Source: an optimization exercise on an open RTL-to-GDS flow (aim: small area and a short achievable clock period). Production flows keep margins and buffers that such runs may drop.
Where RTL was checked, it was by simulation tests only, not by an equivalence proof against the original.
Only the layout flow was run in run 1; the RTL was not checked for function there.
No driver is modelled on the clock port, so clock power and skew are understated where the tree is cut down; a real chip needs a root buffer or a tree.
Power is estimated from default activity; no workload was simulated.

[flow/flow/post_cts.tcl]
# After CTS: upsize gates on the slowest input-to-output paths until the setup slack
# reaches flow/margin ns (gate sizing only: no buffers, no restructuring), then
# legalize the placement again.
set margin [string trim [exec cat $::env(FLOW_DIR_OWN)/margin]]
estimate_parasitics -placement
repair_timing -setup -setup_margin $margin -sequence sizeup -skip_last_gasp -verbose
detailed_placement
check_placement -verbose
[flow/constraint.sdc]
create_clock -name core_clock -period 11.5 [get_ports {clk}]
set_input_delay 2.3000 -clock core_clock [delete_from_list [all_inputs] [get_ports {clk}]]
set_output_delay 2.3000 -clock core_clock [all_outputs]
set_load 0.01 [all_outputs]
[flow/flow/abc_area.script]
strash
&get -n
&deepsyn -T 60
&put
dch -f
map -a
mfs2
strash
dch -f
map -a
topo
upsize -c -D 1000
dnsize -c -D 1000
[flow/standard.sh]
#!/bin/bash
# synth_recipe.tcl (not shown) runs the flow's synth.tcl, then flattens the netlist and writes it again
# the make line also repeats each setting of config.mk as NAME=value (left out here)
make -C /OpenROAD-flow-scripts/flow DESIGN_CONFIG=/design/flow/config.mk WORK_HOME=/design/flow/orfs CLKGATE_MAP_FILE= SYNTH_SCRIPT=/design/flow/synth_recipe.tcl "${@:-finish}"
[flow/design.v]
module xbar_alloc_top (
   input  logic         clk,
   input  logic         rst,
   input  logic [24:0]  req,
   input  logic [4:0]   req_tail,
   input  logic [4:0]   out_ready,
   output logic [24:0]  select,
   output logic [4:0]   grant
);
   lag_xbar_allocator #(.np(5), .max_links_num(1)) u_alloc (
      .clk       (clk),
      .rst       (rst),
      .req       (req),
      .req_tail  (req_tail),
      .out_ready (out_ready),
      .select    (select),
      .grant     (grant)
   );
endmodule

module lag_xbar_allocator #(
   parameter int np            = 5,
   parameter int max_links_num = 2,
   localparam int N            = np * max_links_num,
   localparam int W            = (N > 1) ? $clog2(N) : 1
) (
   input  logic                  clk,
   input  logic                  rst,
   input  logic [N-1:0][N-1:0]   req,
   input  logic [N-1:0]          req_tail,
   input  logic [N-1:0]          out_ready,
   output logic [N-1:0][N-1:0]   select,
   output logic [N-1:0]          grant
);
   logic [N-1:0][W-1:0] pos;
   logic [N-1:0]        lock;
   logic [N-1:0][W-1:0] pos_nxt;
   logic [N-1:0]        lock_nxt;
   function automatic logic [W-1:0] care_mask(input int i);
      logic [W-1:0] m;
      logic         ok;
      m = '1;
      for (int b = W - 1; b >= 0; b--) begin
         ok = 1'b1;
         for (int v = 0; v < N; v++)
            if (v != i && ((W'(v) ^ W'(i)) & m & ~(W'(1) << b)) == '0) ok = 1'b0;
         if (ok) m[b] = 1'b0;
      end
      care_mask = m;
   endfunction
   always_comb begin
      logic [N-1:0] c;      
      logic [N-1:0] pd;     
      logic [N-1:0] m;      
      logic [N-1:0] hi;     
      logic         nhb, ncb, anyhi;
      logic         free;
      select = '0;
      for (int o = 0; o < N; o++) begin
         for (int i = 0; i < N; i++) begin
            c[i]  = req[i][o];
            pd[i] = ((pos[o] ^ W'(i)) & care_mask(i)) == '0;
         end
         m[0] = pd[0];
         for (int i = 1; i < N; i++) m[i] = m[i-1] | pd[i];
         hi = c & m;
         anyhi = |hi;
         free = !lock[o];
         nhb = 1'b1;
         ncb = 1'b1;
         for (int i = 0; i < N; i++) begin
            select[o][i] = out_ready[o] && !rst && c[i] &&
                           (pd[i] || (free && (m[i] ? nhb : (!anyhi && ncb))));
            nhb = nhb & !hi[i];
            ncb = ncb & !c[i];
         end
      end
   end
   always_comb begin
      grant = '0;
      for (int o = 0; o < N; o++) begin
         grant = grant | select[o];
      end
   end
   always_comb begin
      logic any;
      for (int o = 0; o < N; o++) begin
         any         = |select[o];
         pos_nxt[o]  = pos[o] & {W{!any}};
         lock_nxt[o] = lock[o] & !any;
         for (int i = 0; i < N; i++) begin
            if (select[o][i]) pos_nxt[o] = pos_nxt[o] | (req_tail[i] ? W'((i + 1) % N) : W'(i));
            lock_nxt[o] = lock_nxt[o] | (select[o][i] & !req_tail[i]);
         end
      end
   end
   always_ff @(posedge clk or posedge rst) begin
      if (rst) begin
         pos  <= '0;
         lock <= '0;
      end else begin
         pos  <= pos_nxt;
         lock <= lock_nxt;
      end
   end
endmodule
[flow/flow/run.sh]
#!/bin/bash
# The standard layout with these changes:
#  - synthesis maps logic with flow/abc_area.script (synth_recipe.tcl plus flow/abc_hook.tcl)
#  - the port buffers are the smallest plain buffer instead of the delay buffer
#    buffer_ports picks by default
#  - clock tree: no dummy load cells
#  - after CTS, gate upsizing toward a setup slack of flow/margin ns (flow/post_cts.tcl)
set -euo pipefail
export BUFFER_PORTS_ARGS="-buffer_cell sky130_fd_sc_hd__buf_1"
export CTS_ARGS="-sink_clustering_enable -repair_clock_nets -dont_use_dummy_load -buf_list sky130_fd_sc_hd__clkbuf_8 -root_buf sky130_fd_sc_hd__clkbuf_8 -tree_buf sky130_fd_sc_hd__clkbuf_8 -sink_clustering_size 30 -sink_clustering_max_diameter 100"
export FLOW_DIR_OWN=$PWD/flow
export POST_CTS_TCL=$PWD/flow/post_cts.tcl
export MY_ABC_SCRIPT=$PWD/flow/abc_area.script
{ head -n 1 synth_recipe.tcl; cat flow/abc_hook.tcl; tail -n +2 synth_recipe.tcl; } > my_synth.tcl
sed "s#SYNTH_SCRIPT=[^ ]*#SYNTH_SCRIPT=$PWD/my_synth.tcl#" standard.sh > my_standard.sh
grep -q "SYNTH_SCRIPT=$PWD/my_synth.tcl" my_standard.sh
bash my_standard.sh > standard.log 2>&1
[flow/config.mk]
export PLATFORM = sky130hd
export DESIGN_NAME = xbar_alloc_top
export DESIGN_NICKNAME = xbar_alloc_top
export VERILOG_FILES = /design/flow/design.v
export SDC_FILE = /design/flow/constraint.sdc
export NUM_CORES = 4
export LEC_CHECK = 0
export CAP_MARGIN = 20
export CORE_MARGIN = 2
export CORE_UTILIZATION = 30
export SLEW_MARGIN = 20
[flow/flow/abc_hook.tcl]
# Map with flow/abc_area.script (area-oriented) in place of ORFS's speed script; the rest
# of the synthesis, registers included, is the standard synthesis unchanged.
proc abc {args} {
  set i [lsearch -exact $args -script]
  if { $i >= 0 } { lset args [expr {$i + 1}] $::env(MY_ABC_SCRIPT) }
  yosys abc {*}$args
}
[flow/flow/margin]
5.2
==> run notes, run 1 <==
The run finished with no timing, DRC or antenna violations. The die is 82.1 um tall. Overall overflow remaining after global route: 0. TritonCTS built the clock tree.

The fraction of registers with async set/reset is 1.00, and the worst-case headroom to the max-slew limit is 0.584. The final layout contains routed wiring with a total length of 5950 um. The post-synthesis instance area was 1830 um^2; the minimum period implied by the final worst setup slack was 6.40 ns. STA classifies the critical path startpoint as an input pin. The flip-flop cell with the highest count after synthesis is sky130_fd_sc_hd__dfrtp_1. Number of hold-slack violations in the final timing report: 0. Across all hold checks on the routed design, the worst slack comes to 0.540 ns. For the number of I/O pins, the log shows 67.

The ratio of final minimum period to clock period is 0.556, and the flip-flop and latch count after synthesis is 20. By area the synthesized netlist is led by sky130_fd_sc_hd__dfrtp_1 27%, sky130_fd_sc_hd__nand3_1 9.6%, sky130_fd_sc_hd__nand2_1 8.4%, sky130_fd_sc_hd__clkinv_1 6.8%, sky130_fd_sc_hd__a21oi_1 6.0%. The tools report the DRC violation total after the first TritonRoute iteration as 100. For the net count of the mapped netlist, the log shows 326. Dividing the detail-routed via count by the number of cells gives 5.18. In this run the critical register-to-register path is launched from u_alloc.pos[7]$_DFF_PP0_. The slack of the worst reg-to-reg path is 9.11 ns. The global router's overall resource usage was 0.182; the number of antenna violations at the first check in global routing was 0. The floorplan step defined a die boundary enclosing 6740 um^2.

Power density over the cells: 190 nW/um^2. The pin count of the biggest net entering global routing is 26. The worst-path maximum fanout was 6.

The endpoint identified for the worst register-to-register timing path is u_alloc.pos[6]$_DFF_PP0_. The area growth from synthesis to layout is 24.4%, and the number of core rows is 28. The count of final max-slew check failures is 0, and the largest clock skew in the final design is 0.00339 ns. The worst-margin pin slew was 0.619 ns.

STA classifies the critical path endpoint as a primary output. After filler insertion, the fill cell instance count of the layout stands at 666. Gate family responsible for the most delay along the worst path: compound AO/OA/AOI/OAI gates.

Across the VDD grid, the largest voltage drop is 0.0000725 V. The repair_antennas step left the layout with diodes totalling 0. The final route contains 2,246 vias.

The net count reported at finish was 398; the number of global-route vias before repair was 2,161. For the routability-driven placement congestion ratio, the log shows 0.843. The run gives 20 as the sink count of the clock tree. The commonest cells after synthesis are 41 x sky130_fd_sc_hd__nand2_1, 35 x sky130_fd_sc_hd__nand3_1, 33 x sky130_fd_sc_hd__clkinv_1, 24 x sky130_fd_sc_hd__nor2_1, 22 x sky130_fd_sc_hd__a21oi_1. The tools report the worst min-delay path startpoint as u_alloc.lock[1]$_DFF_PP0_. The final HPWL from detailed placement is 4780 um, and the depth of the worst hold-timing path is 2. The path class of the tightest hold or removal check is flop to flop. The average wire per cell in the routed design works out to 13.7 um.

The share of the synthesized area in the top cell type works out to 0.274. In the post-route analysis, the smallest setup slack over all paths is 5.10 ns. At the placement stage, the worst setup path has a slack of 4.99 ns. The logs give 1 for the number of synthesis warnings and 0 for the count of maximum capacitance violations. The tools report the hold path endpoint as u_alloc.lock[1]$_DFF_PP0_. The pre-antenna-repair detailed-routing pass consisted of 4 iterations.

The post-synthesis sequential area ratio was 0.274. Counting tap cells, the placed design contains a total of 431 instances. Buffers plus inverters on the worst setup path: 4.

The number of cells on the worst reg-to-reg path is 11. The aggregate negative setup slack came out at 0 ns. Based on the critical path, the design can be clocked at up to 156 MHz. The cell count after synthesis came out at 289.

The run gives 4.10 ns as the critical path arrival. The critical path data required time was 9.20 ns; the number of flops mapped to enable cells by yosys was 0. During placement, the flow inserted port buffers numbering 66. Critical path class: input pin to primary output. The clock transition at the registers of the reported paths was 0.07 ns.

Traced cell by cell, the critical path runs through buf_1 > inv_2 > a21oi_2 > a2111oi_4 > o31ai_2 > o21ai_2 > a32oi_2 > o32ai_2 > inv_2 > nor3_4 > nor3_2 > nand3_1 > buf_2. Setup repair after global routing left no endpoint under its margin. For this run, the slowest stage of the critical path takes 0.29 ns. The cell occurring most often along the worst timing path was sky130_fd_sc_hd__inv_2. The number of antenna-violating nets in the routed design was 0. Clock latency reported for the late side of the worst-skew pair: 0.25 ns. The slowest stage of the critical path is the sky130_fd_sc_hd__nor3_4 cell. The first-pass GRT wire length is 9670 um.

Each instance of the synthesized netlist takes up on average 6.33 um^2. Setup violations remaining at the end of the flow were counted as 0. The layout cell share with drive strength beyond 1 was 0.106; the area of the multi-input gates was 1110 um^2. The chip width was 82.1 um; the static leakage was 0.999 nW.

Counting distinct cell types in the post-synthesis netlist gives 34. Yosys instantiated no cell more often than sky130_fd_sc_hd__nand2_1. Of all cell types, the one taking the most synthesized area is sky130_fd_sc_hd__dfrtp_1. After floorplanning, the core was sized to cover 5920 um^2. In the final layout, flip-flops and latches occupy 500 um^2. The post-route DRC violation count was 0; the final standard cell count with taps included and fillers excluded was 434. The run gives 0.309 as the initial standard-cell utilization of the core.
[worst register-to-register path, delay by kind of cell (launching register included)]
family | cells | cell delay, ns
and+or+nand+nor | 2 | 0.39
buffers and inverters | 3 | 0.29
DFF | 1 | 0.43
AOI/OAI and AO/OA | 6 | 1.14
[placed cells by master (no fill, tap or decap), drive strengths merged]
cell     netlist  routed
o211ai         9       9
nand2         42      42
o31ai          2       2
o21bai         1       1
o32ai          1       1
o221ai         1       1
clkinv        34      34
nand3         35      35
clkbuf         0       3
a221oi         4       4
a221o          1       1
inv           36      36
nor4           1       1
dfrtp         20      20
nor3          14      14
o21ai         23      23
a211oi         3       3
o2111ai        1       1
a32oi          1       1
a21oi         23      23
a2111oi        1       1
buf            0      67
a22oi          6       6
o22ai          3       3
nor2          25      25
nand4          2       2
[sequential cells by signal (all words and copies together) (netlist names)]
name          cells
u_alloc.lock      5
u_alloc.pos      15
[cells by family (layout without fill, tap and decap cells)]
group | after synthesis | after routing | synth area share
AND/OR/NAND/NOR | 119 | 119 | 0.299
AO/OA/AOI/OAI | 80 | 80 | 0.283
buffers and inverters | 70 | 140 | 0.144
flip-flops | 20 | 20 | 0.274
[report_power, final]
| group | internal [mW] | switching (mW) | leakage (nW) |
|---|---|---|---|
| Clock | 0.0233 | 0.0220 | 0.0216 |
| Combinational | 0.0930 | 0.157 | 0.723 |
| Sequential | 0.102 | 0.0340 | 0.254 |
[cell type report]
cell class	count	share of cell area
multi-input cells	199	0.488
inverters	70	0.116
clock buffers	3	0.0182
flip-flops and latches	20	0.220
well taps	75	0.0413
repair buffers	67	0.116
[routing by layer]
layer | global-route usage | wire (um)
met3 | 0.0264 | 370
met1 | 0.230 | 2590
met4 | 0.0417 | 68
met5 | 0 | 0
met2 | 0.324 | 2930
[metrics by stage]
| stage | power [mW] | instance area [um^2] | util |
|---|---|---|---|
| final | 0.431 | 2270 | 0.384 |
| after detailed placement | 0.373 | 2180 | 0.368 |
| after global routing | 0.475 | 2270 | 0.384 |
| after floorplan | 0.311 | 1830 | - |
| after global placement | 0.371 | 2180 | 0.368 |
[worst max-delay path by stage]
stage | start | to | slack [ns] | cells past startpoint
detailed placement | req[12] | grant[2] | 4.99 | 13
global placement | req[12] | grant[2] | 5.00 | 13
floorplan | rst | grant[0] | 5.29 | 7
global route | req[12] | grant[2] | 4.94 | 13
finish | req[12] | grant[2] | 5.10 | 13
==> run 2, diff against run 1 <==
--- a/flow/design.v
+++ b/flow/design.v
@@ -87,10 +87,11 @@
       for (int o = 0; o < N; o++) begin
          any         = |select[o];
-         pos_nxt[o]  = pos[o] & {W{!any}};
-         lock_nxt[o] = lock[o] & !any;
+         pos_nxt[o]  = any ? '0 : pos[o];
+         lock_nxt[o] = 1'b0;
          for (int i = 0; i < N; i++) begin
             if (select[o][i]) pos_nxt[o] = pos_nxt[o] | (req_tail[i] ? W'((i + 1) % N) : W'(i));
             lock_nxt[o] = lock_nxt[o] | (select[o][i] & !req_tail[i]);
          end
+         if (!any) lock_nxt[o] = lock[o];
       end
    end
--- a/flow/flow/run.sh
+++ b/flow/flow/run.sh
@@ -4,5 +4,5 @@
 #  - the port buffers are the smallest plain buffer instead of the delay buffer
 #    buffer_ports picks by default
-#  - clock tree: no dummy load cells
+#  - clock tree: no dummy load cells, and no root buffer (flow/post_cts.tcl)
 #  - after CTS, gate upsizing toward a setup slack of flow/margin ns (flow/post_cts.tcl)
 set -euo pipefail
==> flow/flow/drop_clock_root.tcl (new file) <==
# Drop the clock tree's root buffer: the clock port then drives the first-level
# buffers directly (two pins, under the port's fan-out limit).
proc drop_clock_root {} {
  set block [ord::get_db_block]
  set root [$block findInst clkbuf_0_clk]
  if { $root == "NULL" } { return }
  set in_net ""
  set out_net ""
  foreach it [$root getITerms] {
    set mt [$it getMTerm]
    if { [$mt getSigType] != "SIGNAL" } { continue }
    if { [$mt getIoType] == "INPUT" } { set in_net [$it getNet] }
    if { [$mt getIoType] == "OUTPUT" } { set out_net [$it getNet] }
  }
  set loads {}
  foreach it [$out_net getITerms] {
    if { [$it getInst] != $root } { lappend loads $it }
  }
  if { [llength $loads] > 3 } { return }
  foreach it $loads {
    $it disconnect
    $it connect $in_net
  }
  odb::dbInst_destroy $root
  odb::dbNet_destroy $out_net
  puts "dropped clock root buffer; clock port now drives [llength $loads] buffers"
}
==> flow/flow/post_cts.tcl (replaced) <==
# After CTS: drop the clock tree's root buffer (flow/drop_clock_root.tcl), then upsize
# gates on the slowest input-to-output paths until the setup slack reaches flow/margin
# ns (gate sizing only: no buffers, no restructuring), then legalize the placement again.
source $::env(FLOW_DIR_OWN)/drop_clock_root.tcl
drop_clock_root
set margin [string trim [exec cat $::env(FLOW_DIR_OWN)/margin]]
estimate_parasitics -placement
repair_timing -setup -setup_margin $margin -sequence sizeup -skip_last_gasp -verbose
detailed_placement
check_placement -verbose
==> run 2 against run 1 <==
  * Synthesized cell count up 0.69%
  * Routed wire length rose by 0.67%
  * Fmax increased by 1.3%
  * Clock power down 25%
  * Largest power group unchanged
  * First-iteration DRC count increased by 73%
  * Global-route usage down 1.1 points
  * Critical path depth rose by 3
  * Worst setup slack improved by 0.080 ns
  * Utilization fell by 0.62 points
  * Highest routed layer unchanged
==> run notes, run 2 <==
The count of buffers inserted at the top-level ports was 66 (unchanged). The highest metal layer used by the detailed router was met4. Static leakage: 1.02 nW (+2.6%).

In the synthesized netlist the dominant register cell turns out to be sky130_fd_sc_hd__dfrtp_1. The routability-driven placement congestion ratio is 0.929 (+10%), and the number of cell instances on the worst register-to-register path is 17 (+6). The tools report the routed length on met1 as 2740 um (+5.9%). Total length of routed wires: 5990 um (+0.67%).

The worst register-to-register path ends at u_alloc.pos[14]$_DFF_PP0_. The library cells used most frequently in the layout, excluding fill and tap cells, are 62 x sky130_fd_sc_hd__buf_1, 37 x sky130_fd_sc_hd__nor2_1, 33 x sky130_fd_sc_hd__nand2_1, 28 x sky130_fd_sc_hd__a21oi_1, 26 x sky130_fd_sc_hd__nand3_1. The tools report the total placed cells including tap cells as 432 (+0.23%).

The logs give 20 (unchanged) for the sink count of the clock tree and 0 (unchanged) for the number of setup violations in the final report. The number of flip-flops under the largest register name was 15 (unchanged). The per-instance average area after synthesis was 6.45 um^2 (+1.8%).

For the worst ir drop on vdd, the log shows 0.0000841 V (+16%). The delay of the slowest cell on the worst path came out at 0.17 ns (-0.12 ns). The number of flops mapped to enable cells by yosys came out at 0 (unchanged).

For the final standard cell count with taps included and fillers excluded, the log shows 434 (unchanged). In the synthesized netlist, the cells that appear most often are 37 x sky130_fd_sc_hd__nor2_1, 33 x sky130_fd_sc_hd__nand2_1, 29 x sky130_fd_sc_hd__a21oi_1, 27 x sky130_fd_sc_hd__nand3_1. The critical path arrival was 4.02 ns (-0.08 ns).

The setup path with the least slack is of type input pin to primary output. The capture point of the worst path was grant[3]. The number of core rows was 28 (unchanged).

The tools report the post-route DRC violation count as 0 (unchanged). The type of element launching the critical path was an input pin. The tools report the startpoint of the worst register-to-register path as u_alloc.pos[13]$_DFF_PP0_.

The number of cells on the critical path was 16 (+3); the post-detailed-route via-to-cell ratio was 5.29 (+2.3%). Yosys attributes the largest share of cell area to sky130_fd_sc_hd__dfrtp_1 27%, sky130_fd_sc_hd__a21oi_1 7.7%, sky130_fd_sc_hd__nor2_1 7.4%, sky130_fd_sc_hd__nand3_1 7.2%, sky130_fd_sc_hd__nand2_1 6.6%. The tools report the number of I/O pins as 67 (unchanged). The fraction of registers with async set/reset came out at 1.00 (unchanged). The most numerous cell type found on the critical path is sky130_fd_sc_hd__inv_1. In the final layout, the registers with the most flip-flops are u_alloc.pos x15, u_alloc.lock x5.

The post-synthesis instance area is 1880 um^2 (+2.5%), and the share of the synthesized area in the top cell type is 0.267 (-0.00675). The run gives 697 (+4.7%) as the fill cell total of the finished layout. The minimum period implied by the final worst setup slack is 6.32 ns (-0.0797 ns). The number of synthesis warnings was 1 (unchanged). The synthesized design spends more area on one cell type than any other, namely sky130_fd_sc_hd__dfrtp_1. The most common library cell in the layout ignoring fill and taps was sky130_fd_sc_hd__buf_1. Buffers plus inverters on the worst setup path: 5 (+1). The aggregate negative setup slack came out at 0 ns (unchanged). The net count reported at finish is 398 (unchanged), and the area enclosed by the die boundary is 6900 um^2 (+2.4%). Ratio of final minimum period to clock period: 0.550 (-0.00693).

For the number of antenna repair diodes, the log shows 0 (unchanged). The tools report the post-synthesis sequential area ratio as 0.267 (-0.00675). Worst-margin pin slew: 0.572 ns (-0.0475 ns). The signal on the critical path passes through clkbuf_2 > o21ai_1 > o2111ai_1 > nand2_1 > inv_1 > nor2_1 > inv_1 > o21ai_2 > a22oi_2 > nor3_2 > nor2_2 > inv_1 > o21ai_1 > o211ai_2 > nand3_1 > buf_2. The logs give 500 um^2 (unchanged) for the register area and 0.170 (-0.0114) for the global router's overall resource usage. The category of the worst setup path capture point is a primary output. The logs give 2,297 (+2.3%) for the via count and 2260 um^2 (-0.44%) for the summed area of non-filler cells in the final layout.

The clock transition at the registers of the reported paths is 0.08 ns (about the same), and the initial standard-cell utilization of the core is 0.313 (+0.00411). The layout cell share with drive strength beyond 1 is 0.134 (+0.0279), and the count of maximum capacitance violations is 0 (unchanged). The number of antenna violations at the first check in global routing was 0 (unchanged). The highest clock rate came out at 158 MHz (+1.3%). The run gives 4 (unchanged) as the detailed-routing iteration count for the pre-antenna-repair pass. The worst-path maximum fanout is 4 (-2), and the number of hold-slack violations in the final timing report is 0 (unchanged). The tools report the number of global-route vias before repair as 2,106 (-2.5%). The power density over the cells was 192 nW/um^2 (+1.1%).

Final HPWL from detailed placement: 4890 um (+2.4%). The run gives 328 (+0.61%) as the net count of the mapped netlist. The routed length on met2 was 2780 um (-4.9%); the clock latency reported for the late side of the worst-skew pair was 0.14 ns (-0.11 ns). The run gives 291 (+0.69%) as the cell count after synthesis.

The most critical setup path has its startpoint at req[9]. The total cell area at the placement stage came out at 2220 um^2 (+1.8%). Compared with the post-synthesis result, the final layout area differs by 20.7%. The flip-flop and latch count after synthesis is 20 (unchanged), and the DRC violation total after the first TritonRoute iteration is 173 (+73%). The logs give 0.0148 ns (+0.0114 ns) for the largest clock skew in the final design and 0.616 (+0.0319) for the worst-case headroom to the max-slew limit. The average wire per cell in the routed design is 13.8 um (+0.67%), and the pin count of the biggest net entering global routing is 26 (unchanged). The count of final max-slew check failures is 0 (unchanged), and the chip width is 83.1 um (+1.2%). The run finished with no timing, DRC or antenna violations. The area of the multi-input gates was 1140 um^2 (+2.5%); the overall overflow remaining after global route was 0 (unchanged). The logs give 10,100 um (+4.0%) for the first-pass GRT wire length and 9.20 ns (about the same) for the critical path data required time. The die span in y came out at 83.1 um (+1.2%). The number of antenna-violating nets in the routed design is 0 (unchanged), and the routed length on met3 is 447 um (+21%). Setup repair after global routing left no endpoint under its margin.

The slowest library cell on the worst path is sky130_fd_sc_hd__o21ai_1. The worst hold path belongs to the class flop to flop. Distinct cell type count of the synthesized netlist: 33 (-2.9%).

Gate family responsible for the most delay along the worst path: compound AO/OA/AOI/OAI gates. The tools report the slack of the worst reg-to-reg path as 9.11 ns (about the same). Register with the most flip-flops: u_alloc.pos. Among all cell types in the netlist, the one instantiated most often is sky130_fd_sc_hd__nor2_1.

The tools report the area of the core as 5990 um^2 (+1.2%).
run 2: through the flow:
step / hold slack, ns / total power, mW / worst slack (ns) / utilization
5_1_grt: 0.541 / 0.475 / 4.96 / 0.378
3_5_place_dp: 0.490 / 0.394 / 5.03 / 0.370
6_report: 0.512 / 0.434 / 5.18 / 0.378
2_1_floorplan: 0.460 / 0.328 / 5.47 / -
3_3_place_gp: 0.485 / 0.393 / 5.13 / 0.370
run 2: cell type report:
type / count / share of cell area
clock buffers: 2 / 0.0122
repair buffers: 66 / 0.112
flip-flops and latches: 20 / 0.221
well taps: 75 / 0.0414
multi-input cells: 204 / 0.503
inverters: 67 / 0.111
run 2: power by group:
| group | switching, mW | internal (mW) | total, mW |
|---|---|---|---|
| Clock | 0.0183 | 0.0159 | 0.0341 |
| Sequential | 0.0430 | 0.103 | 0.146 |
| Combinational | 0.158 | 0.0962 | 0.254 |
run 2: how the worst min path moves through the flow:
| stage | start | slack, ns | cells after the start | to |
|---|---|---|---|---|
| after global placement | u_alloc.lock[3]$_DFFE_PP0P_ | 0.49 | 2 | u_alloc.lock[3]$_DFFE_PP0P_ |
| after detailed placement | u_alloc.lock[3]$_DFFE_PP0P_ | 0.49 | 2 | u_alloc.lock[3]$_DFFE_PP0P_ |
| final | u_alloc.lock[3]$_DFFE_PP0P_ | 0.51 | 2 | u_alloc.lock[3]$_DFFE_PP0P_ |
| after global routing | u_alloc.lock[3]$_DFFE_PP0P_ | 0.54 | 2 | u_alloc.lock[3]$_DFFE_PP0P_ |
| after floorplan | u_alloc.lock[3]$_DFFE_PP0P_ | 0.46 | 2 | u_alloc.lock[3]$_DFFE_PP0P_ |
run 2: routing by layer:
layer | track usage | vias up
met5 | 0 | -
met2 | 0.284 | 85
met1 | 0.239 | 1073
met4 | 0.0238 | 0
met3 | 0.0249 | 3
li1 | - | 1136
run 2: logic make-up after synthesis:
family / share of synthesized area
buffers and inverters: 0.134
DFF: 0.267
and+or+nand+nor: 0.325
AOI/OAI and AO/OA: 0.274
run 2: tightest hold or removal path: cells and delay by family (launching register included):
family,cells,cell delay (ns)
flip-flops,1,0.36
AND/OR/NAND/NOR,2,0.12
==> run 3, diff against run 2 <==
==> flow/flow/abc_area.script (replaced) <==
strash
&get -n
&deepsyn -T 60
&put
map -D 2000
topo
upsize -c -D 1000
dnsize -c -D 1000
==> run 3 against run 2 <==
  * Still clean
  * Utilization increased by 1.5 points
  * Fmax shrank 2.0%
  * Clock skew down 0.011 ns
==> run notes, run 3 <==
The run finished with no timing, DRC or antenna violations. The routability-driven placement congestion ratio came out at 0.916 (-1.4%). Switching power share of the total: 0.488 (-0.0175). The flip-flop and latch count after synthesis was 20 (unchanged). In the synthesized netlist the dominant register cell turns out to be sky130_fd_sc_hd__dfrtp_1. The most critical setup path has its startpoint at req[4]. The number of global-route vias before repair came out at 1,982 (-5.9%). Post-detailed-route via-to-cell ratio: 5.37 (+1.4%). The logs give 298 (-9.1%) for the net count of the mapped netlist and 0 (unchanged) for the number of antenna violations at the first check in global routing. The type of element launching the critical path is an input pin. The pin count of the biggest net entering global routing was 26 (unchanged). The post-route DRC violation count was 0 (unchanged); the clock power share was 0.082 (+0.003). Capture point of the worst path: grant[3]. Setup repair after global routing left no endpoint under its margin.

The parity-gate share of the synthesized area counting xor and xnor cells works out to 0 (unchanged). The total placed cells including tap cells is 400 (-7.4%), and the area fraction in compound gates after synthesis is 0.353 (+0.0787). The area share of fa/ha/maj cells after synthesis was 0 (unchanged); the number of hold-slack violations in the final timing report was 0 (unchanged). In this run the critical register-to-register path is captured at u_alloc.pos[13]$_DFF_PP0_. The DRC violation total after the first TritonRoute iteration came out at 176 (+1.7%). The run gives 20 (unchanged) as the sink count of the clock tree.

The net load switching power came out at 198 uW (-9.6%). The area fraction in and, or, nand and nor cells after synthesis was 0.252 (-0.0727); the worst-path maximum fanout was 5 (+1). The final standard cell count with taps included and fillers excluded came out at 402 (-7.4%). The area growth from synthesis to layout was 25.1%. Critical path data required time: 9.20 ns (about the same).

The clock transition at the registers of the reported paths was 0.07 ns (about the same). The largest clock skew in the final design is 0.00403 ns (-0.0108 ns). The number of core rows was 27 (-3.6%); the clock latency reported for the late side of the worst-skew pair was 0.13 ns (about the same).

The run gives 4590 um (-6.1%) as the final HPWL from detailed placement. The detailed-routing iteration count for the pre-antenna-repair pass was 4 (unchanged); the combinational share of power was 0.583 (-0.003). The minimum period implied by the final worst setup slack is 6.45 ns (+0.128 ns). The startpoint of the worst register-to-register path is u_alloc.pos[12]$_DFF_PP0_. Among all cell types in the netlist, the one instantiated most often is sky130_fd_sc_hd__nand2_1. The number of antenna repair diodes is 0 (unchanged), and the worst-margin pin slew is 0.629 ns (+0.0576 ns).

The run gives 5570 um^2 (-7.0%) as the area of the core. The largest registers in the layout are u_alloc.pos x15, u_alloc.lock x5. The count of maximum capacitance violations was 0 (unchanged).

The worst setup path is captured at a primary output. The number of antenna-violating nets in the routed design came out at 0 (unchanged). The total length of routed wires was 5640 um (-5.8%). More flip-flops sit in one register than any other, and that register is u_alloc.pos.

The layout cell share with drive strength beyond 1 came out at 0.0879 (-0.0458). The logs give 261 (-10%) for the cell count after synthesis and 0 (unchanged) for the count of final max-slew check failures. The fraction of registers with async set/reset was 1.00 (unchanged).

The critical path arrival came out at 4.15 ns (+0.13 ns). Yosys attributes the largest share of cell area to sky130_fd_sc_hd__dfrtp_1 29%, sky130_fd_sc_hd__nand2_1 8.6%, sky130_fd_sc_hd__a21oi_1 7.1%, sky130_fd_sc_hd__clkinv_1 6.2%, sky130_fd_sc_hd__o211ai_1 5.1%. The average wire per cell in the routed design was 14.0 um (+1.7%).

The portion of netlist area occupied by mux cells was 0 (unchanged). The static leakage was 0.879 nW (-14%). Ratio of final minimum period to clock period: 0.561 (+0.0111). The number of setup violations in the final report came out at 0 (unchanged).

The per-instance average area after synthesis works out to 6.71 um^2 (+4.1%). The post-synthesis sequential area ratio is 0.286 (+0.0189), and the net count reported at finish is 369 (-7.3%). The initial standard-cell utilization of the core is 0.314 (+0.00118). The logs give 0 (unchanged) for the overall overflow remaining after global route and 0.181 (+0.0108) for the global router's overall resource usage. The worst-case headroom to the max-slew limit is 0.577 (-0.0387). The via count was 2,157 (-6.1%); the number of flops mapped to enable cells by yosys was 0 (unchanged).

The top cell types in the final layout, fill and taps aside, are 62 x sky130_fd_sc_hd__buf_1, 40 x sky130_fd_sc_hd__nand2_1, 28 x sky130_fd_sc_hd__clkinv_1, 22 x sky130_fd_sc_hd__nor2_1, 22 x sky130_fd_sc_hd__a21oi_1. The run gives 0.555 ns (+0.0427 ns) as the hold slack. The largest family of logic cells by synthesized area is compound AO/OA/AOI/OAI gates.

The library cell used most frequently in the layout, excluding fill and tap cells, is sky130_fd_sc_hd__buf_1. The tools report the register area as 500 um^2 (unchanged). The path class of the tightest hold or removal check is flop to flop.

For the summed area of non-filler cells in the final layout, the log shows 2190 um^2 (-3.3%). The area enclosed by the die boundary was 6470 um^2 (-6.3%). The number of cell instances on the worst register-to-register path works out to 14 (-3). The post-synthesis instance area is 1750 um^2 (-6.6%).

The run gives 0.0000666 V (-21%) as the worst ir drop on vdd. The critical path class is input pin to primary output. The cell taking the most area after synthesis was sky130_fd_sc_hd__dfrtp_1. The share of the synthesized area in the top cell type is 0.286 (+0.0189), and the number of flip-flops under the largest register name is 15 (unchanged). For the aggregate negative setup slack, the log shows 0 ns (unchanged). The slack of the worst reg-to-reg path was 8.90 ns (-0.21 ns). The number of synthesis warnings is 1 (unchanged), and the power density over the cells is 186 nW/um^2 (-3.2%). For the distinct cell type count of the synthesized netlist, the log shows 35 (+6.1%). Internal portion of total power: 208 uW (-3.1%). By count the netlist is led by 40 x sky130_fd_sc_hd__nand2_1, 29 x sky130_fd_sc_hd__clkinv_1, 25 x sky130_fd_sc_hd__a21oi_1, 22 x sky130_fd_sc_hd__nor2_1, 20 x sky130_fd_sc_hd__dfrtp_1.

The first-pass GRT wire length is 9360 um (-6.9%), and the sequential cell fraction of total power is 0.335 (about the same). The fill cell total of the finished layout is 639 (-8.3%). The run gives 1090 um^2 (-4.1%) as the area of the multi-input gates. The number of I/O pins is 67 (unchanged), and the highest clock rate is 155 MHz (-2.0%).

The chip width came out at 80.4 um (-3.2%). For the total cell area at the placement stage, the log shows 2100 um^2 (-5.4%). The count of buffers inserted at the top-level ports was 66 (unchanged). The die span in y is 80.4 um (-3.2%).
run 3: layout make-up:
type	count	share of cell area
clock buffers	2	0.0126
well taps	72	0.0411
repair buffers	67	0.132
inverters	51	0.0874
multi-input cells	190	0.499
flip-flops and latches	20	0.228
run 3: logic make-up after synthesis:
family	after synthesis
simple gates	99
compound gates	91
flops	20
buf+inv	51
run 3: power by group through the flow:
stage | combinational, mW | sequential (mW) | clock, mW
floorplan | 0.172 | 0.128 | 0
global placement | 0.225 | 0.136 | 0
detailed placement | 0.227 | 0.135 | 0
global route | 0.266 | 0.141 | 0.0377
finish | 0.237 | 0.136 | 0.0332
run 3: metrics by stage:
stage	power (mW)	worst slack, ns	utilization
floorplan	0.299	5.35	-
global placement	0.361	5.02	0.376
detailed placement	0.362	4.95	0.376
global route	0.445	4.90	0.393
finish	0.407	5.05	0.393
run 3: critical path, stage by stage:
cell and delay, ns:
sky130_fd_sc_hd__buf_8 0.10, sky130_fd_sc_hd__a21oi_2 0.11, sky130_fd_sc_hd__nor2_1 0.05, sky130_fd_sc_hd__nor2_1 0.09, sky130_fd_sc_hd__a21oi_1 0.06, sky130_fd_sc_hd__o32ai_2 0.12
sky130_fd_sc_hd__nand2_1 0.11, sky130_fd_sc_hd__o32a_1 0.22, sky130_fd_sc_hd__nor3_2 0.15, sky130_fd_sc_hd__a21oi_2 0.06, sky130_fd_sc_hd__o32ai_2 0.24, sky130_fd_sc_hd__nand2_1 0.08
sky130_fd_sc_hd__o21ai_1 0.10, sky130_fd_sc_hd__nand3_2 0.15, sky130_fd_sc_hd__nand3_2 0.10, sky130_fd_sc_hd__buf_6 0.10
run 3: layer usage:
metal / up-vias / track usage / wire length (um)
li1: 1087 / - / -
met1: 980 / 0.250 / 2640
met2: 83 / 0.297 / 2550
met3: 7 / 0.0315 / 397
met4: 0 / 0.0373 / 57
met5: - / 0 / 0
run 3: worst min path at each step:
stage                     cells after the start  slack [ns]                      from                        to
final                                         2        0.55  u_alloc.pos[5]$_DFF_PP0_  u_alloc.pos[5]$_DFF_PP0_
after global routing                          2        0.61  u_alloc.pos[5]$_DFF_PP0_  u_alloc.pos[5]$_DFF_PP0_
after floorplan                               2        0.49  u_alloc.pos[5]$_DFF_PP0_  u_alloc.pos[5]$_DFF_PP0_
after global placement                        2        0.54  u_alloc.pos[5]$_DFF_PP0_  u_alloc.pos[5]$_DFF_PP0_
after detailed placement                      2        0.54  u_alloc.pos[5]$_DFF_PP0_  u_alloc.pos[5]$_DFF_PP0_
==> run 4, diff against run 3 <==
==> flow/flow/abc_area.script (replaced) <==
strash
&get -n
&deepsyn -T 60
&put
map -a
topo
upsize -c -D 1000
dnsize -c -D 1000
==> run 4 against run 3 <==
  * Highest routed layer unchanged
  * Sequential share of layout area is essentially flat
  * Still clean
  * Critical endpoint unchanged
  * Largest cell class unchanged
  * Global-route usage is 0.29 points higher
  * Non-clock buffer count is the same
==> run notes, run 4 <==
For the distinct cell type count of the synthesized netlist, the log shows 37 (+5.7%). The initial standard-cell utilization of the core was 0.315 (+0.00112); the clock transition at the registers of the reported paths was 0.06 ns (about the same). For the number of setup violations in the final report, the log shows 0 (unchanged).

Ranked by total cell area, the synthesized netlist is headed by sky130_fd_sc_hd__dfrtp_1 28%, sky130_fd_sc_hd__clkinv_1 8.8%, sky130_fd_sc_hd__a21oi_1 7.7%, sky130_fd_sc_hd__nand2_1 7.7%, sky130_fd_sc_hd__o211ai_1 5.6%. The number of global-route vias before repair is 2,063 (+4.1%). The slack of the worst reg-to-reg path is 8.90 ns (about the same), and the area growth from synthesis to layout is 24.6%. Overall overflow remaining after global route: 0 (unchanged). The routing usage on met3 was 0.0270 (-0.00449); the count of maximum capacitance violations was 0 (unchanged). The worst register-to-register path begins at u_alloc.pos[12]$_DFF_PP0_. The global router's overall resource usage was 0.184 (+0.00292). Largest clock skew in the final design: 0.0180 ns (+0.0139 ns).

In this run the most critical hold path is launched from u_alloc.pos[5]$_DFF_PP0_. The tools report the number of I/O pins as 67 (unchanged). The first-pass GRT wire length is 9570 um (+2.3%). The DRC violation total after the first TritonRoute iteration is 163 (-7.4%), and the number of antenna repair diodes is 0 (unchanged). The run gives 0.285 (-0.00102) as the post-synthesis sequential area ratio.

Worst-path maximum fanout: 5 (unchanged). The per-instance average area after synthesis works out to 6.68 um^2 (-0.41%). Number of flops mapped to enable cells by yosys: 0 (unchanged). By count the netlist is led by 41 x sky130_fd_sc_hd__clkinv_1, 36 x sky130_fd_sc_hd__nand2_1, 27 x sky130_fd_sc_hd__a21oi_1, 20 x sky130_fd_sc_hd__dfrtp_1, 19 x sky130_fd_sc_hd__nor2_1.

The tools report the total power as 410 uW (+0.84%). The chip width works out to 80.6 um (+0.17%). The worst-margin pin slew was 0.639 ns (+0.0102 ns). The cell count after synthesis came out at 263 (+0.77%). The average wire per cell in the routed design was 14.0 um (-0.11%); the area of the multi-input gates was 1080 um^2 (-0.80%).

In the synthesized netlist the dominant register cell turns out to be sky130_fd_sc_hd__dfrtp_1. The power density over the cells was 187 nW/um^2 (+0.90%); the count of buffers inserted at the top-level ports was 66 (unchanged). For the post-synthesis instance area, the log shows 1760 um^2 (+0.36%). Sink count of the clock tree: 20 (unchanged). The register with the most flip-flops is u_alloc.pos.

The total length of routed wires is 5660 um (+0.39%). In the layout the commonest cells are 61 x sky130_fd_sc_hd__buf_1, 40 x sky130_fd_sc_hd__clkinv_1, 36 x sky130_fd_sc_hd__nand2_1, 24 x sky130_fd_sc_hd__a21oi_1, 20 x sky130_fd_sc_hd__dfrtp_1. The ratio of final minimum period to clock period was 0.565 (+0.00457). The logs give 0 (unchanged) for the number of antenna-violating nets in the routed design and 0.14 ns (about the same) for the clock latency reported for the late side of the worst-skew pair. Area of the core: 5570 um^2 (unchanged). The count of final max-slew check failures is 0 (unchanged). The tools report the net count of the mapped netlist as 300 (+0.67%). The tools report the post-route DRC violation count as 0 (unchanged). The share of the synthesized area in the top cell type is 0.285 (-0.00102). The tools report the register area as 500 um^2 (unchanged). The pin count of the biggest net entering global routing was 26 (unchanged). The end of the worst register-to-register path was u_alloc.pos[13]$_DFF_PP0_.

The met2 demand-to-capacity share in global routing was 0.301 (+0.00417). The tightest min-delay check is of the flop to flop type. For the net count reported at finish, the log shows 371 (+0.54%).

Setup repair after global routing left no endpoint under its margin. The largest registers in the layout are u_alloc.pos x15, u_alloc.lock x5. The tools report the worst ir drop on vdd as 0.0000739 V (+11%).

The detailed-routing iteration count for the pre-antenna-repair pass was 4 (unchanged); the number of flip-flops under the largest register name was 15 (unchanged). The run gives 0 (unchanged) as the number of antenna violations at the first check in global routing. The number of cell instances on the worst register-to-register path was 15 (+1).

The flip-flop and latch count after synthesis is 20 (unchanged), and the layout cell share with drive strength beyond 1 is 0.0934 (+0.00549). The hold path endpoint is u_alloc.pos[5]$_DFF_PP0_. The fill cell total of the finished layout was 624 (-2.3%).

Leaving out fill and tap cells, the most frequent cell in the layout is sky130_fd_sc_hd__buf_1. The most numerous cell in the Yosys netlist was sky130_fd_sc_hd__clkinv_1. The run finished with no timing, DRC or antenna violations. The die span in y is 80.6 um (+0.17%), and the aggregate negative setup slack is 0 ns (unchanged). Minimum period implied by the final worst setup slack: 6.50 ns (+0.0526 ns). The critical path data required time is 9.20 ns (about the same).

The worst-case headroom to the max-slew limit came out at 0.570 (-0.00684). The run gives 4660 um (+1.4%) as the final HPWL from detailed placement. The tools report the category of the worst setup path capture point as a primary output. Total placed cells including tap cells: 402 (+0.50%). The tools report the met1 routing resource usage after global routing as 0.251 (+0.00104). The critical path class was input pin to primary output. The tools report the number of hold-slack violations in the final timing report as 0 (unchanged).

The number of synthesis warnings is 1 (unchanged). The hold slack is 0.558 ns (+0.00351 ns), and the final standard cell count with taps included and fillers excluded is 404 (+0.50%). The routability-driven placement congestion ratio is 0.906 (-1.1%). The global routing's busiest layer is met2. The run gives 2190 um^2 (about the same) as the summed area of non-filler cells in the final layout.

The fraction of registers with async set/reset came out at 1.00 (unchanged). The number of core rows was 27 (unchanged); the critical path arrival was 4.20 ns (+0.05 ns). The type of element launching the critical path is an input pin.

The largest total area in the synthesized netlist belongs to sky130_fd_sc_hd__dfrtp_1. The static leakage is 0.855 nW (-2.8%), and the depth of the worst hold-timing path is 2 (unchanged). The via count is 2,168 (+0.51%). The logs give 154 MHz (-0.81%) for the highest clock rate and 2100 um^2 (+0.30%) for the total cell area at the placement stage. The post-detailed-route via-to-cell ratio was 5.37 (about the same).

The run gives 6490 um^2 (+0.35%) as the area enclosed by the die boundary.
## run 4: per-stage QoR
| stage | setup WS, ns | utilization |
|---|---|---|
| floorplan | 5.33 | - |
| global route | 4.83 | 0.393 |
| finish | 5.00 | 0.393 |
| global placement | 4.97 | 0.377 |
| detailed placement | 4.88 | 0.377 |
## run 4: how the worst max path moves through the flow
| stage | from | end | slack [ns] | cells past startpoint |
|---|---|---|---|---|
| floorplan | req[4] | grant[3] | 5.33 | 14 |
| global placement | req[4] | grant[3] | 4.97 | 16 |
| detailed placement | req[4] | grant[3] | 4.88 | 16 |
| global route | req[9] | grant[3] | 4.83 | 16 |
| finish | req[9] | grant[3] | 5.00 | 16 |
## run 4: logic make-up (layout without fill, tap and decap cells)
| logic type | count (synthesis) | after routing | synth area share |
|---|---|---|---|
| buf+inv | 55 | 124 | 0.118 |
| compound gates | 91 | 91 | 0.344 |
| simple gates | 97 | 97 | 0.253 |
| flops | 20 | 20 | 0.285 |
## run 4: cell type report
type                            instances  area share
Clock buffer                            2      0.0126
Inverter                               55      0.0949
Multi-Input combinational cell        188       0.495
Sequential cell                        20       0.229
Tap cell                               72      0.0411
Timing Repair Buffer                   67       0.128
## run 4: layer usage
layer  vias to the layer above  routed length, um
met4                         0                104
met5                         -                  0
met2                        82               2630
li1                       1097                  -
met1                       976               2550
met3                        13                374
## run 4: worst max-delay path: stages
cell                       delay, ns
sky130_fd_sc_hd__clkbuf_2       0.12
sky130_fd_sc_hd__a21oi_2        0.10
sky130_fd_sc_hd__nor2_1         0.04
sky130_fd_sc_hd__nor2_1         0.09
sky130_fd_sc_hd__a21oi_1        0.05
sky130_fd_sc_hd__o32ai_2        0.12
sky130_fd_sc_hd__nand2_1        0.12
sky130_fd_sc_hd__o21ai_2        0.14
sky130_fd_sc_hd__nor3b_2        0.20
sky130_fd_sc_hd__a21oi_2        0.07
sky130_fd_sc_hd__nor3_2         0.16
sky130_fd_sc_hd__a21oi_2        0.07
sky130_fd_sc_hd__o32ai_2        0.23
sky130_fd_sc_hd__nand3_2        0.17
sky130_fd_sc_hd__nand3_2        0.11
sky130_fd_sc_hd__buf_6          0.10
## run 4: power by group
part	leakage [nW]	total, mW	internal (mW)	switching [mW]
clock	0.0144	0.0331	0.0158	0.0173
sequential	0.254	0.136	0.103	0.0335
combinational	0.587	0.241	0.0921	0.149
==> run 5, diff against run 4 <==
--- a/flow/config.mk
+++ b/flow/config.mk
@@ -8,4 +8,4 @@
 export CAP_MARGIN = 20
 export CORE_MARGIN = 2
-export CORE_UTILIZATION = 30
+export CORE_UTILIZATION = 50
 export SLEW_MARGIN = 20
==> run 5 against run 4 <==
  * Area after synthesis is the same
  * Critical path depth is the same
  * Via count grew 2.4%
  * Critical endpoint is now select[23]
  * Highest routed layer unchanged
  * Clock-buffer cell count is the same
==> run notes, run 5 <==
The run finished with no timing, DRC or antenna violations. The logs give 2,069 (+0.29%) for the number of global-route vias before repair and 1 (unchanged) for the number of synthesis warnings. The minimum period implied by the final worst setup slack is 6.59 ns (+0.0893 ns), and the ratio of final minimum period to clock period is 0.573 (+0.00777).

The run gives 0.569 (-0.00164) as the worst-case headroom to the max-slew limit. The tools report the post-synthesis instance area as 1760 um^2 (unchanged). Area enclosed by the die boundary: 4010 um^2 (-38%). The pin count of the biggest net entering global routing was 26 (unchanged); the distinct cell type count of the synthesized netlist was 37 (unchanged). The worst setup path is of the input pin to primary output kind.

The count of buffers inserted at the top-level ports is 66 (unchanged). The aggregate negative setup slack was 0 ns (unchanged). Ranked by total cell area, the synthesized netlist is headed by sky130_fd_sc_hd__dfrtp_1 28%, sky130_fd_sc_hd__clkinv_1 8.8%, sky130_fd_sc_hd__a21oi_1 7.7%, sky130_fd_sc_hd__nand2_1 7.7%, sky130_fd_sc_hd__o211ai_1 5.6%. The fraction of registers with async set/reset came out at 1.00 (unchanged). The area of the core was 3360 um^2 (-40%). Leaving out fill and tap cells, the most frequent cells in the layout are 63 x sky130_fd_sc_hd__buf_1, 40 x sky130_fd_sc_hd__clkinv_1, 36 x sky130_fd_sc_hd__nand2_1, 25 x sky130_fd_sc_hd__a21oi_1, 20 x sky130_fd_sc_hd__dfrtp_1. The worst-margin pin slew was 0.642 ns (+0.00244 ns); the worst-path maximum fanout was 5 (unchanged). The register with the most flip-flops was u_alloc.pos. The overall overflow remaining after global route is 0 (unchanged), and the number of antenna repair diodes is 0 (unchanged).

The initial standard-cell utilization of the core was 0.523 (+0.207); the net count of the mapped netlist was 300 (unchanged). The most numerous cell in the Yosys netlist was sky130_fd_sc_hd__clkinv_1. The number of setup violations in the final report was 0 (unchanged); the final core area utilization was 0.637 (+0.244). The tools report the number of I/O pins as 67 (unchanged). The critical path data required time was 9.20 ns (about the same). Final HPWL from detailed placement: 4170 um (-10%). Among all flip-flop cells after synthesis, the most frequent one is sky130_fd_sc_hd__dfrtp_1. The number of flops mapped to enable cells by yosys is 0 (unchanged).

The layout cell share with drive strength beyond 1 is 0.0783 (-0.0151), and the number of flip-flops under the largest register name is 15 (unchanged). The clock transition at the registers of the reported paths was 0.07 ns (about the same); the per-instance average area after synthesis was 6.68 um^2 (unchanged). The chip width came out at 63.3 um (-21%). The count of final max-slew check failures came out at 0 (unchanged).

The largest registers in the layout are u_alloc.pos x15, u_alloc.lock x5. Leaving out fill and tap cells, the most frequent cell in the layout is sky130_fd_sc_hd__buf_1. Counting instances in the post-synthesis netlist gives the leading cell types as 41 x sky130_fd_sc_hd__clkinv_1, 36 x sky130_fd_sc_hd__nand2_1, 27 x sky130_fd_sc_hd__a21oi_1, 20 x sky130_fd_sc_hd__dfrtp_1, 19 x sky130_fd_sc_hd__nor2_1. The tools report the post-route DRC violation count as 0 (unchanged). The run gives 5300 um (-6.5%) as the total length of routed wires.

The largest clock skew in the final design came out at 0.00379 ns (-0.0142 ns). The run gives 0 (unchanged) as the number of antenna violations at the first check in global routing. The power density over the cells came out at 190 nW/um^2 (+1.7%). The worst setup path is launched from an input pin. The post-detailed-route via-to-cell ratio is 5.87 (+9.4%), and the net count reported at finish is 371 (unchanged).

The cell taking the most area after synthesis was sky130_fd_sc_hd__dfrtp_1. The worst hold path belongs to the class flop to flop. The sink count of the clock tree is 20 (unchanged).

The via count was 2,220 (+2.4%). The worst ir drop on vdd is 0.0000956 V (+29%), and the number of hold-slack violations in the final timing report is 0 (unchanged). First-pass GRT wire length: 9290 um (-3.0%). The average wire per cell in the routed design is 14.0 um (about the same).

The share of the synthesized area in the top cell type was 0.285 (unchanged). Critical path arrival: 4.29 ns (+0.09 ns). Global router's overall resource usage: 0.278 (+0.0938).

The tools report the detailed-routing iteration count for the pre-antenna-repair pass as 5 (+1). The number of core rows was 21 (-22%). For the cell count after synthesis, the log shows 263 (unchanged). The die span in y was 63.3 um (-21%); the count of maximum capacitance violations was 0 (unchanged). The DRC violation total after the first TritonRoute iteration is 135 (-17%). Setup repair after global routing left no endpoint under its margin. The flip-flop and latch count after synthesis is 20 (unchanged). STA classifies the critical path endpoint as a primary output. Relative to the synthesized area, the layout overhead comes to 21.9%. The run gives 0.14 ns (about the same) as the clock latency reported for the late side of the worst-skew pair. For the highest clock rate, the log shows 152 MHz (-1.4%).

The tools report the post-synthesis sequential area ratio as 0.285 (unchanged). The tools report the static leakage as 0.845 nW (-1.1%). For the routability-driven placement congestion ratio, the log shows 0.964 (+6.5%). The run gives 0 (unchanged) as the number of antenna-violating nets in the routed design.
## run 5: stage by stage
stage	setup slack, ns	power, mW	cells	hold WS, ns	cell area [um^2]
3_3_place_gp	4.99	0.365	376	0.532	2070
5_1_grt	4.66	0.450	378	0.624	2140
6_report	4.91	0.408	378	0.574	2140
3_5_place_dp	4.92	0.363	376	0.530	2070
2_1_floorplan	5.33	0.302	263	0.491	1760
## run 5: worst paths after layout
| check | start | to | slack, ns | cells after the start |
|---|---|---|---|---|
| max | req[4] | select[23] | 4.91 | 16 |
| min | u_alloc.pos[5]$_DFF_PP0_ | u_alloc.pos[5]$_DFF_PP0_ | 0.57 | 2 |
| max reg2reg | u_alloc.pos[12]$_DFF_PP0_ | u_alloc.pos[13]$_DFF_PP0_ | 8.87 | 15 |
| min reg2reg | u_alloc.pos[5]$_DFF_PP0_ | u_alloc.pos[5]$_DFF_PP0_ | 0.57 | 2 |
| max in group asynchronous | rst | u_alloc.pos[6]$_DFF_PP0_ | 9.09 | 3 |
| min in group asynchronous | rst | u_alloc.lock[3]$_DFFE_PP0P_ | 2.16 | 3 |
## run 5: power breakdown
group	leakage [nW]	switching (mW)	internal (mW)
sequential	0.254	0.0319	0.103
clock	0.0144	0.0197	0.0159
combinational	0.577	0.148	0.0903
total	0.845	0.199	0.209
## run 5: routing by layer
| metal | vias to the layer above | share of wire | track usage |
|---|---|---|---|
| li1 | 1095 | - | - |
| met1 | 1020 | 0.45 | 0.394 |
| met2 | 100 | 0.47 | 0.468 |
| met3 | 5 | 0.078 | 0.0339 |
| met4 | 0 | 0.0038 | 0.0353 |
| met5 | - | 0 | 0 |
## run 5: cell families after synthesis
logic type / Yosys count / synth area share
AO/OA/AOI/OAI: 91 / 0.344
buffers and inverters: 55 / 0.118
flip-flops: 20 / 0.285
AND/OR/NAND/NOR: 97 / 0.253
## run 5: cell type report
type | count | area (um^2)
multi-input combinational | 188 | 1070
sequential | 20 | 500
timing repair buffer | 67 | 282
inverter | 55 | 208
tap | 46 | 57.6
fill | 344 | 1220
clock buffer | 2 | 27.5
## run 5: worst max-delay path, stage by stage
cell	delay, ns
sky130_fd_sc_hd__buf_8	0.10
sky130_fd_sc_hd__a21oi_2	0.12
sky130_fd_sc_hd__nor2_1	0.05
sky130_fd_sc_hd__nor2_1	0.09
sky130_fd_sc_hd__a21oi_1	0.05
sky130_fd_sc_hd__o32ai_1	0.13
sky130_fd_sc_hd__nand2_1	0.13
sky130_fd_sc_hd__o21ai_2	0.17
sky130_fd_sc_hd__nor3b_2	0.19
sky130_fd_sc_hd__a21oi_1	0.07
sky130_fd_sc_hd__nor3_1	0.19
sky130_fd_sc_hd__a21oi_2	0.07
sky130_fd_sc_hd__o32ai_2	0.25
sky130_fd_sc_hd__nand3_2	0.18
sky130_fd_sc_hd__inv_2	0.11
sky130_fd_sc_hd__buf_6	0.10
==> run 6, diff against run 5 <==
==> flow/flow/abc_area.script (replaced) <==
strash
&get -n
&deepsyn -T 60
&put
map -D 2200
topo
upsize -c -D 1000
dnsize -c -D 1000
==> flow/flow/margin (replaced) <==
5.35
--- a/flow/config.mk
+++ b/flow/config.mk
@@ -8,4 +8,4 @@
 export CAP_MARGIN = 20
 export CORE_MARGIN = 2
-export CORE_UTILIZATION = 50
+export CORE_UTILIZATION = 30
 export SLEW_MARGIN = 20
==> run 6 against run 5 <==
  * Largest cell class unchanged
  * Still clean on timing, DRC and antenna
  * Synthesized cell count stayed put
  * First-iteration DRC count increased by 16%
  * Non-clock buffer count decreased by 1
  * Clock-buffer cell count unchanged
  * Register-to-register slack better by 0.21 ns
  * Sequential cell count unchanged
  * Worst hold slack got worse by 0.024 ns
  * Critical endpoint is now grant[3]
  * Global-route usage down 9.5 points
  * Sequential power hardly changed
  * Combinational power increased by 8%
  * Area after synthesis fell by 0.28%
  * Fmax is 5.2% higher
==> run notes, run 6 <==
The run finished with no timing, DRC or antenna violations. After synthesis, the cell types taking the most area are sky130_fd_sc_hd__dfrtp_1 29%, sky130_fd_sc_hd__clkinv_1 9.2%, sky130_fd_sc_hd__nand2_1 8.1%, sky130_fd_sc_hd__a21oi_1 7.1%, sky130_fd_sc_hd__o211ai_1 5.6%. The tools report the startpoint of the worst register-to-register path as u_alloc.pos[12]$_DFF_PP0_. For hold timing, the worst endpoint is u_alloc.pos[5]$_DFF_PP0_.

Beginning of the critical path: req[4]. The worst-path maximum fanout is 5 (unchanged), and the worst-margin pin slew is 0.555 ns (-0.0865 ns). sky130_fd_sc_hd__dfrtp_1 takes more of the synthesized area than any other cell. The fraction of registers with async set/reset was 1.00 (unchanged). Compared with the post-synthesis result, the final layout area differs by 29.2%. For the highest clock rate, the log shows 160 MHz (+5.2%).

The critical path class is input pin to primary output. In this run the critical register-to-register path is captured at u_alloc.pos[13]$_DFF_PP0_. The via count is 2,194 (-1.2%), and the initial standard-cell utilization of the core is 0.314 (-0.208). The static leakage is 0.909 nW (+7.6%). Number of hold-slack violations in the final timing report: 0 (unchanged).

The run gives 5570 um^2 (+66%) as the area of the core. STA classifies the critical path endpoint as a primary output. The global router's overall resource usage is 0.183 (-0.0951), and the flip-flop and latch count after synthesis is 20 (unchanged).

The average wire per cell in the routed design came out at 14.4 um (+2.9%). Leaving out fill and tap cells, the most frequent cell in the layout is sky130_fd_sc_hd__buf_1. The run gives 4 (-1) as the detailed-routing iteration count for the pre-antenna-repair pass.

The post-synthesis sequential area ratio is 0.286 (+0.000813). The routability-driven placement congestion ratio is 0.904 (-6.3%). The final core area utilization is 0.406 (-0.231). For this run, the leading register cell type out of synthesis is sky130_fd_sc_hd__dfrtp_1. The run gives 0.0000838 V (-12%) as the worst ir drop on vdd. The per-instance average area after synthesis was 6.67 um^2 (-0.28%); the total cell area at the placement stage was 2090 um^2 (+0.97%). Number of synthesis warnings: 1 (unchanged). The critical path data required time was 9.20 ns (about the same); the summed area of non-filler cells in the final layout was 2260 um^2 (+5.7%). The pin count of the biggest net entering global routing was 26 (unchanged).

The number of flops mapped to enable cells by yosys works out to 0 (unchanged). The chip width works out to 80.4 um (+27%). Setup repair after global routing left no endpoint under its margin. The ratio of final minimum period to clock period is 0.545 (-0.0282). The worst setup path is launched from an input pin.

The logs give 9.08 ns (+0.21 ns) for the slack of the worst reg-to-reg path and 500 um^2 (unchanged) for the register area. The distinct cell type count of the synthesized netlist was 36 (-2.7%). For the worst-case headroom to the max-slew limit, the log shows 0.629 (+0.0602).

Net count of the mapped netlist: 300 (unchanged). For the sink count of the clock tree, the log shows 20 (unchanged). Ranked by flip-flop count, first place goes to u_alloc.pos. The clock transition at the registers of the reported paths is 0.06 ns (about the same).

By count the netlist is led by 43 x sky130_fd_sc_hd__clkinv_1, 38 x sky130_fd_sc_hd__nand2_1, 25 x sky130_fd_sc_hd__a21oi_1, 22 x sky130_fd_sc_hd__nor2_1, 20 x sky130_fd_sc_hd__dfrtp_1. The tools report the DRC violation total after the first TritonRoute iteration as 157 (+16%). The tools report the number of antenna repair diodes as 0 (unchanged). In the final layout, the registers with the most flip-flops are u_alloc.pos x15, u_alloc.lock x5.

The run gives 3.97 ns (-0.32 ns) as the critical path arrival. Leaving out fill and tap cells, the most frequent cells in the layout are 56 x sky130_fd_sc_hd__buf_1, 34 x sky130_fd_sc_hd__nand2_1, 31 x sky130_fd_sc_hd__clkinv_1, 22 x sky130_fd_sc_hd__a21oi_1, 21 x sky130_fd_sc_hd__nor2_1. The tools report the number of setup violations in the final report as 0 (unchanged).

The number of flip-flops under the largest register name came out at 15 (unchanged). The logs give 0 (unchanged) for the count of maximum capacitance violations and 0 (unchanged) for the post-route DRC violation count. The logs give 27 (+29%) for the number of core rows and 370 (-0.27%) for the net count reported at finish.

The tools report the area of the multi-input gates as 1160 um^2 (+8.6%). The worst hold path begins at u_alloc.pos[5]$_DFF_PP0_. Number of global-route vias before repair: 1,965 (-5.0%). The layout cell share with drive strength beyond 1 was 0.172 (+0.0939).

The first-pass GRT wire length was 9370 um (+0.89%); the number of cell instances on the worst register-to-register path was 14 (-1). For the aggregate negative setup slack, the log shows 0 ns (unchanged). The number of antenna-violating nets in the routed design is 0 (unchanged), and the overall overflow remaining after global route is 0 (unchanged). The count of final max-slew check failures is 0 (unchanged), and the area enclosed by the die boundary is 6470 um^2 (+62%). The final HPWL from detailed placement came out at 4580 um (+9.9%). The depth of the worst hold-timing path was 2 (unchanged).

The post-detailed-route via-to-cell ratio was 5.44 (-7.3%). Minimum period implied by the final worst setup slack: 6.27 ns (-0.324 ns). The post-synthesis instance area is 1750 um^2 (-0.28%), and the share of the synthesized area in the top cell type is 0.286 (+0.000813).

The run gives 5810 um (+9.7%) as the total length of routed wires. The clock latency reported for the late side of the worst-skew pair was 0.14 ns (about the same). The die span in y came out at 80.4 um (+27%). The fill cell total of the finished layout came out at 631 (+83%). The run gives 263 (unchanged) as the cell count after synthesis. Among all cell types in the netlist, the one instantiated most often is sky130_fd_sc_hd__clkinv_1. The number of I/O pins was 67 (unchanged). The class of the tightest hold or removal check is flop to flop. The largest clock skew in the final design is 0.0116 ns (+0.00783 ns), and the power density over the cells is 188 nW/um^2 (-1.2%).

The count of buffers inserted at the top-level ports is 66 (unchanged), and the hold slack is 0.550 ns (-0.0237 ns). The tools report the number of antenna violations at the first check in global routing as 0 (unchanged). The total power came out at 426 uW (+4.4%).
## run 6: cell count changes after synthesis, sizes merged
cell / before / now
nor3: 12 / 9
o21ai: 17 / 18
nand3: 19 / 20
nor3b: 2 / 1
nor2: 19 / 22
a21oi: 27 / 25
inv: 13 / 10
a22oi: 9 / 10
nand2: 36 / 38
clkinvlp: 1 / 0
clkinv: 41 / 43
## run 6: how the worst max path moves through the flow
stage	endpoint	slack (ns)
final	grant[3]	5.23
after global routing	grant[3]	4.97
after detailed placement	grant[4]	4.80
after global placement	grant[2]	4.85
after floorplan	grant[4]	5.41
## run 6: metrics by stage
stage,instances,setup WS [ns]
2_1_floorplan,263,5.41
3_5_place_dp,401,4.80
6_report,403,5.23
3_3_place_gp,401,4.85
5_1_grt,403,4.97
## run 6: critical path, stage by stage
cell and delay (ns):
sky130_fd_sc_hd__buf_6 0.10, sky130_fd_sc_hd__a21oi_2 0.13, sky130_fd_sc_hd__nor2_1 0.05, sky130_fd_sc_hd__nor2_1 0.09
sky130_fd_sc_hd__a21oi_1 0.05, sky130_fd_sc_hd__o32ai_2 0.12, sky130_fd_sc_hd__nand2_1 0.12, sky130_fd_sc_hd__o21ai_2 0.17
sky130_fd_sc_hd__a22oi_2 0.08, sky130_fd_sc_hd__o32ai_2 0.23, sky130_fd_sc_hd__nand2_1 0.08, sky130_fd_sc_hd__o21ai_1 0.10
sky130_fd_sc_hd__nand3_2 0.15, sky130_fd_sc_hd__nand3_2 0.10, sky130_fd_sc_hd__buf_6 0.10
## run 6: logic make-up (layout without fill, tap and decap cells)
kind of cell / Yosys count / count (layout) / share of synthesized area
AO/OA/AOI/OAI: 91 / 91 / 0.350
buffers and inverters: 53 / 121 / 0.113
flip-flops: 20 / 20 / 0.286
AND/OR/NAND/NOR: 99 / 99 / 0.251
## run 6: report_power, final
group	internal [mW]	leakage (nW)	switching [mW]	total [mW]
Sequential	0.103	0.254	0.0336	0.137
Clock	0.0158	0.0144	0.0172	0.0331
Combinational	0.0976	0.641	0.159	0.256
## run 6: cell type report
cell class | count | share of cell area
Multi-Input combinational cell | 190 | 0.512
Timing Repair Buffer | 66 | 0.126
Tap cell | 72 | 0.0398
Sequential cell | 20 | 0.221
Inverter | 53 | 0.0895
Clock buffer | 2 | 0.0122
## run 6: routing by layer
| layer | track usage | part of all wire | up-vias |
|---|---|---|---|
| met3 | 0.0281 | 0.070 | 5 |
| met2 | 0.300 | 0.47 | 81 |
| met1 | 0.256 | 0.45 | 1017 |
| met4 | 0.0339 | 0.0090 | 0 |
| li1 | - | - | 1091 |
| met5 | 0 | 0 | - |

-- port drivers added, routing unchanged --
In the flow no input, the clock included, has a driving cell. The finished layouts below were timed again as built, in two steps.
Step 1, drivers: a clkbuf_16 drives clk and a buf_2 each remaining input, both assumed.
Step 2 moves the port delays by t, midway between the first and last clock arrival at a register: inputs arrive t later, outputs are due t later. That takes back most of the time a late clock gives input paths.
a / b / c = no drivers / after step 1 / after step 2; a / b = the first two.
run | t (ns) | slack for setup (ns) | worst setup path at the end | pins driven straight from the clock port
run 1 | 0.277 | 5.101 / 5.081 / 5.081 | input to output | 1
run 2 | 0.168 | 5.181 / 5.160 / 5.160 | input to output | 2
run 3 | 0.165 | 5.053 / 5.008 / 5.008 | input to output | 2
run 4 | 0.164 | 5.000 / 4.975 / 4.975 | input to output | 2
run 5 | 0.167 | 4.911 / 4.873 / 4.873 | input to output | 2
run 6 | 0.168 | 5.235 / 5.193 / 5.193 | input to output | 2
After both steps setup and hold are still met in every run listed. For run 3, which loses most, drivers alone change the setup slack by -0.045 ns; drivers and shift together by -0.045 ns.
